Context: an optimization exercise on an open-source flow, tuned for small area, a short achievable clock period and few clock cycles. The choices shown serve that exercise and are no tape-out recipe. In this exercise RTL edits were held to simulation tests only and were not proved equivalent to the original. No activity file was given, so power comes from the tool's default toggle rates.

== run A ==
==> flow/design.v (excerpt) <==
module tx_duration #(
	parameter int INV_W = 16
) (
	input  wire logic                 clk,
	input  wire logic                 arst_n,
	input  wire logic                 start,
	input  dur_pkg::dur_kind_t            dur_kind,
	input  dur_pkg::rate_code_t           data_rate,
	input  dur_pkg::resp_len_t            resp_len,
	input  dur_pkg::frame_len_t           next_len,
	input  wire logic                 long_pre,
	input  wire logic [dur_pkg::NUM_RATES-1:0] basic_rate_set,
	input  dur_pkg::dur_t                 sifs,
	output logic                      tab_en,
	output dur_pkg::rate_idx_t                 tab_addr,
	input  wire logic [INV_W-1:0]     tab_data,
	output logic                      dur_valid,
	output dur_pkg::dur_t                      dur,
	output dur_pkg::rate_idx_t                 resp_rate
);
For scale: about 850 cells after synthesis, about 99 I/O pins.
==> flow/config.mk <==
export PLATFORM = sky130hd
export DESIGN_NAME = tx_duration
export DESIGN_NICKNAME = tx_duration
export VERILOG_FILES = /design/flow/design.v
export SDC_FILE = /design/flow/constraint.sdc
export NUM_CORES = 4
export LEC_CHECK = 0
export CAP_MARGIN = 20
export CORE_MARGIN = 2
export CORE_UTILIZATION = 40
export CTS_BUF_LIST = sky130_fd_sc_hd__clkbuf_8
export SETUP_SLACK_MARGIN = 0.6
export SLEW_MARGIN = 20
export SYNTH_HIERARCHICAL = 1
export SYNTH_MINIMUM_KEEP_SIZE = 0
==> flow/constraint.sdc <==
create_clock -name core_clock -period 9.0 [get_ports {clk}]
set_input_delay 1.8000 -clock core_clock [delete_from_list [all_inputs] [get_ports {clk}]]
set_output_delay 1.8000 -clock core_clock [all_outputs]
set_load 0.01 [all_outputs]
standard.sh (not shown) runs the stock make flow with config.mk's settings and CLKGATE_MAP_FILE= SYNTH_SCRIPT=/design/flow/synth_recipe.tcl, a recipe that flattens the netlist after the stock synthesis.
==> flow/flow/run.sh <==
#!/bin/bash
# The standard ORFS layout (the standard.sh, all steps), with the port
# buffers made of the smallest buffer cell instead of ORFS's default pick.
set -e
export BUFFER_PORTS_ARGS="-buffer_cell sky130_fd_sc_hd__buf_1"
bash standard.sh > standard.log 2>&1
Run A did not stop at any stage, and its layout met the timing, design-rule and antenna checks.
Testbench counts of run A, summed over its fixed seeds: cycles 5,403.
Relative to run A, the following input files were edited for run B:
- SETUP_SLACK_MARGIN: 0.6 -> 0.45
The run showing the greater switching power as a share of total power is run A.
From run A to run B the numbers moved as follows: setup slack went down 0.042 ns, worst hold slack held, clock skew held.
Diff run B..run A | share of cell area taken by flip-flops and latches | negligible
Taking run A as the reference, in run B sequential power stayed essentially flat; post-route cell area rose by 35 µm².
#### Input delta (run C over run B)
- SETUP_SLACK_MARGIN: 0.45 -> unset
- CORE_UTILIZATION: 40 -> 65
## What came out
Run C: all stages complete, timing, DRC and antenna checks passed. Cmp run C and run B / starting utilization of the core area / higher: run C. Run C gives more shortest period the worst path allows than run B did. Global routing met1 resource utilization: run C vs run B up 18 points. Part of the power in combinational logic in run C is 0.2 points lower than in run B. Summary of run C over run B: ratio of final minimum period to clock period rose by 3.1 points; switching component of the power rose by 22 µW; setup slack fell by 0.28 ns; power consumed by combinational cells fell by about 4%. In the final design statistics, run C uses fewer standard cells in total than run B. Run C contains more vias than run B.
For run D, these inputs were changed with respect to run C:
- CORE_UTILIZATION: 65 -> 40
- SETUP_SLACK_MARGIN: unset -> 0.3
- GPL_TIMING_DRIVEN: unset -> 0
==> comparison <==
Diff run C -> run D: number of clock buffer instances in the layout went down by 1; sequential share of layout area went down by 0.42 points; pre-CTS worst setup slack went down by 0.41 ns; number of non-clock inverters was more or less identical. Worst setup path endpoint: dur[14] -> run C, dur[15] -> run D. Per the comparison of run D with run C, area of all placed cells without fillers up about 4.7%, worst vdd rail ir drop now smaller, setup slack of the critical path after layout has increased, die height moved up. Run C: no failed stages, no open violations at the end. Run D has completed all stages; timing, DRC and antenna checks passed.


tx_duration again, from the RTL that the note above started with.
==> flow/design.v (excerpt) <==
module tx_duration #(
	parameter int INV_W = 16
) (
	input  wire logic                 clk,
	input  wire logic                 arst_n,
	input  wire logic                 start,
	input  dur_pkg::dur_kind_t            dur_kind,
	input  dur_pkg::rate_code_t           data_rate,
	input  dur_pkg::resp_len_t            resp_len,
	input  dur_pkg::frame_len_t           next_len,
	input  wire logic                 long_pre,
	input  wire logic [dur_pkg::NUM_RATES-1:0] basic_rate_set,
	input  dur_pkg::dur_t                 sifs,
	output logic                      tab_en,
	output dur_pkg::rate_idx_t                 tab_addr,
	input  wire logic [INV_W-1:0]     tab_data,
	output logic                      dur_valid,
	output dur_pkg::dur_t                      dur,
	output dur_pkg::rate_idx_t                 resp_rate
);
export LEC_CHECK = 0
export CAP_MARGIN = 20
export CORE_MARGIN = 2
export CORE_UTILIZATION = 40
export CTS_BUF_LIST = sky130_fd_sc_hd__clkbuf_8
export SETUP_SLACK_MARGIN = 0.35
export SLEW_MARGIN = 20
export SYNTH_HIERARCHICAL = 1
export SYNTH_MINIMUM_KEEP_SIZE = 0
create_clock -name core_clock -period 9.0 [get_ports {clk}]
Scripts as last shown in full above: flow/flow/run.sh
The baseline completed without violations.
Testbench counts at the start, summed over its fixed seeds: cycles 5,403.
Then changed:
--- a/flow/config.mk
+++ b/flow/config.mk
@@ -12 +11,0 @@
-export SETUP_SLACK_MARGIN = 0.35
Outcome:
- The new run went through all stages and came out clean
- total power came out lower by a few percent
- setup slack loses 0.24 ns
- sequential share of layout area increases by 0.12 points
- wire length went down slightly
- core utilization falls by 0.57 points
- cell count goes down slightly
- area after synthesis is unchanged
- maximum frequency fell by a few percent
- cell area shrinks slightly
- global-route usage is about the same
- die area stays the same
Then changed:
--- a/flow/config.mk
+++ b/flow/config.mk
@@ -11,0 +12 @@
+export SETUP_SLACK_MARGIN = 0.2
=>
- hold slack hardly moves
- worst setup slack is better by 0.13 ns
- power climbs by 0.90%
- fmax increases by 1.5%
- core utilization hardly moves
- clock-buffer cell count is unchanged
- via count came out higher by 0.38%
- clock power hardly moves
Then changed:
--- a/flow/config.mk
+++ b/flow/config.mk
@@ -12 +12 @@
-export SETUP_SLACK_MARGIN = 0.2
+export SETUP_SLACK_MARGIN = 0.3
Effect:
- final area barely changes
- wire length hardly moves
- hold slack is about the same
- register-to-register slack is about the same
- worst setup slack is better by 0.086 ns
- final cell count does not change
- global-route usage barely changes
- non-clock buffer count does not change

==> afterwards: timing with drivers on the ports <==
Ports are ideal in the flow. The routed layouts listed here were re-timed in OpenROAD.
Step 1 (the two cells are an assumption about what drives the block):
set clk [get_ports {clk}]
set_driving_cell -lib_cell sky130_fd_sc_hd__clkbuf_16 $clk
set_driving_cell -lib_cell sky130_fd_sc_hd__buf_2 [delete_from_list [all_inputs] $clk]
Step 2, shift: input delay + t, output delay - t, t = (earliest + latest rising clock arrival at the registers) / 2. This alone moves slack from input paths to output paths.
Slacks: ideal / step 1 / step 2; pairs: ideal / step 1.
run | t (ns) | setup WS [ns] | clock arrival spread, ns
run A | 0.328 | 0.598 / 0.576 / 0.576 | 0.011 / 0.011
run B | 0.327 | 0.556 / 0.537 / 0.537 | 0.012 / 0.012
run C | 0.314 | 0.273 / 0.252 / 0.252 | 0.012 / 0.012
run D | 0.327 | 0.370 / 0.350 / 0.350 | 0.009 / 0.009
the first run of note 2 | 0.328 | 0.534 / 0.515 / 0.515 | 0.011 / 0.012
the second run of note 2 | 0.327 | 0.292 / 0.270 / 0.270 | 0.012 / 0.012
the third run of note 2 | 0.327 | 0.417 / 0.395 / 0.395 | 0.012 / 0.012
the fourth run of note 2 | 0.327 | 0.504 / 0.483 / 0.483 | 0.011 / 0.012
After both steps setup and hold are still met in every run listed.
